This design comes from an exercise in tuning for small area, a short achievable clock period and few clock cycles per item on the open sky130 flow, not from production work. Where RTL was checked, it was by simulation tests only, not by an equivalence proof against the original. Power is estimated from default activity; no workload was simulated.

==> module if_fetch, before the edit <==
module if_fetch
#(
    parameter if_fetch_pkg::inst_addr_bus_t RESET_PC = if_fetch_pkg::RESET_PC_DEFAULT
) (
    input  logic           clk,
    input  logic           rst,
    input  logic           stall_in,
    input  logic           branch_flag_in,
    input  if_fetch_pkg::inst_addr_bus_t branch_target_in,
    input  logic           mem_busy_in,
    input  logic           get_inst_in,
    input  if_fetch_pkg::inst_addr_bus_t inst_pc_in,
    input  if_fetch_pkg::inst_bus_t      inst_in,
    output logic           if_req_out,
    output if_fetch_pkg::inst_addr_bus_t addr_if_out,
    output if_fetch_pkg::inst_addr_bus_t pc_out,
    output if_fetch_pkg::inst_bus_t      inst_out,
    output logic           inst_valid_out,
    output logic           if_stall_req_out
);
    localparam int unsigned BLK_W = 4;            
    localparam int unsigned LO    = 2 + BLK_W;    
    logic [31:LO]   blk_q;        
    logic [LO-1:2]  fetch_lo_q;   
    logic [LO-1:2]  pc_lo_q;      
    logic [31:0]    inst_q;       
    logic           valid_q;
    logic           discard_q;    
    logic           cross_q;      
    logic           req_q;
    logic           init_c;       
    logic           ours_busy_c;  
    logic           hold_c;       
    logic           take_c;       
    logic           cross_d;
    assign init_c      = !req_q && !cross_q;
    assign ours_busy_c = mem_busy_in && !get_inst_in && (inst_pc_in[1:0] == 2'b00);
    assign hold_c      = valid_q && stall_in;
    assign take_c      = get_inst_in && !discard_q && !hold_c;
    assign cross_d     = !branch_flag_in &&
                         (cross_q ? stall_in : (take_c && (&fetch_lo_q)));
    always_ff @(posedge clk or posedge rst) begin
        if (rst) begin
            valid_q    <= 1'b0;
            discard_q  <= 1'b0;
            cross_q    <= 1'b0;
            req_q      <= 1'b0;
        end else begin
            cross_q    <= cross_d;
            req_q      <= !cross_d;
            valid_q    <= !branch_flag_in && (hold_c || (get_inst_in && !discard_q));
            discard_q  <= branch_flag_in ? ours_busy_c : (discard_q && !get_inst_in);
        end
    end
    always_ff @(posedge clk) begin
        if (branch_flag_in) begin
            blk_q      <= branch_target_in[31:LO];
            fetch_lo_q <= branch_target_in[LO-1:2];
        end else if (init_c) begin
            blk_q      <= RESET_PC[31:LO];
            fetch_lo_q <= RESET_PC[LO-1:2];
        end else begin
            if (cross_q && !stall_in) blk_q <= blk_q + 1'b1;
            if (take_c) fetch_lo_q <= fetch_lo_q + 1'b1;
        end
    end
    always_ff @(posedge clk) begin
        if (!hold_c) begin
            pc_lo_q <= fetch_lo_q;
            inst_q  <= inst_in;
        end
    end
    assign if_req_out       = req_q;
    assign if_stall_req_out = req_q;
    assign addr_if_out      = {blk_q, fetch_lo_q, 2'b00};
    assign pc_out           = {blk_q, pc_lo_q, 2'b00};
    assign inst_out         = inst_q;
    assign inst_valid_out   = valid_q;
endmodule
Settings: LEC_CHECK=0, CAP_MARGIN=20, CORE_MARGIN=2, CORE_UTILIZATION=40, SETUP_SLACK_MARGIN=4.5, SLEW_MARGIN=20; clock period 7.0 ns.
standard.sh (not shown) runs the stock make flow with config.mk's settings and CLKGATE_MAP_FILE= SYNTH_SCRIPT=/design/flow/synth_recipe.tcl, a recipe that flattens the netlist after the stock synthesis.
==> flow/flow/run.sh <==
#!/bin/bash
set -euo pipefail
bash standard.sh \
  BUFFER_PORTS_ARGS="-buffer_cell sky130_fd_sc_hd__buf_1" \
  finish > standard_flow.log 2>&1
Edit:
--- a/flow/design.v
+++ b/flow/design.v
@@ -35,12 +35,10 @@
     logic           discard_q;    
     logic           cross_q;      
     logic           req_q;
-    logic           init_c;       
     logic           ours_busy_c;  
     logic           hold_c;       
     logic           take_c;       
     logic           cross_d;
-    assign init_c      = !req_q && !cross_q;
     assign ours_busy_c = mem_busy_in && !get_inst_in && (inst_pc_in[1:0] == 2'b00);
     assign hold_c      = valid_q && stall_in;
     assign take_c      = get_inst_in && !discard_q && !hold_c;
@@ -48,27 +46,24 @@
                          (cross_q ? stall_in : (take_c && (&fetch_lo_q)));
     always_ff @(posedge clk or posedge rst) begin
         if (rst) begin
+            blk_q      <= RESET_PC[31:LO];
+            fetch_lo_q <= RESET_PC[LO-1:2];
             valid_q    <= 1'b0;
             discard_q  <= 1'b0;
             cross_q    <= 1'b0;
             req_q      <= 1'b0;
         end else begin
-            cross_q    <= cross_d;
-            req_q      <= !cross_d;
-            valid_q    <= !branch_flag_in && (hold_c || (get_inst_in && !discard_q));
-            discard_q  <= branch_flag_in ? ours_busy_c : (discard_q && !get_inst_in);
-        end
-    end
-    always_ff @(posedge clk) begin
-        if (branch_flag_in) begin
-            blk_q      <= branch_target_in[31:LO];
-            fetch_lo_q <= branch_target_in[LO-1:2];
-        end else if (init_c) begin
-            blk_q      <= RESET_PC[31:LO];
-            fetch_lo_q <= RESET_PC[LO-1:2];
-        end else begin
-            if (cross_q && !stall_in) blk_q <= blk_q + 1'b1;
-            if (take_c) fetch_lo_q <= fetch_lo_q + 1'b1;
+            cross_q   <= cross_d;
+            req_q     <= !cross_d;
+            valid_q   <= !branch_flag_in && (hold_c || (get_inst_in && !discard_q));
+            discard_q <= branch_flag_in ? ours_busy_c : (discard_q && !get_inst_in);
+            if (branch_flag_in) begin
+                blk_q      <= branch_target_in[31:LO];
+                fetch_lo_q <= branch_target_in[LO-1:2];
+            end else begin
+                if (cross_q && !stall_in) blk_q <= blk_q + 1'b1;
+                if (take_c) fetch_lo_q <= fetch_lo_q + 1'b1;
+            end
         end
     end
     always_ff @(posedge clk) begin
The new run completed with no timing, DRC or antenna violations.
Design area decreases by 5.9%.
Clock power came out higher by 12%.
Global-route usage came out lower by 1.2 points.
Combinational power drops by about 9%.
Die area drops by 6.5%.
Testbench counts after the change, summed over its fixed seeds: cycles 204,444, insts 34,194.
No functional check of the RTL was part of the first run of this note.

## re-timing with driven ports
Ports are ideal in the flow. The routed layouts listed here were re-timed in OpenROAD.
Step 1 assumes that a clkbuf_16 drives the clock port and a buf_2 every other input.
Step 2 adds t to the input delays and takes it off the output delays; t is the mean of the earliest and latest rising clock arrival at the registers after step 1. Input paths then give back, and output paths get back, about the clock's delay inside the block.
Slacks: ideal ports / drivers / drivers and shift; pairs: ideal ports / drivers.
run	t, ns	setup WS [ns]	worst setup path after step 2	clock arrival spread, ns
the first run	0.361	4.514 / 4.522 / 4.161	input to register	0.019 / 0.019
the second run	0.367	4.577 / 4.565 / 4.212	input to register	0.012 / 0.012
After both steps every run listed still meets setup and hold. For the second run, which loses most, drivers alone change the setup slack by -0.012 ns; drivers and shift together by -0.365 ns.
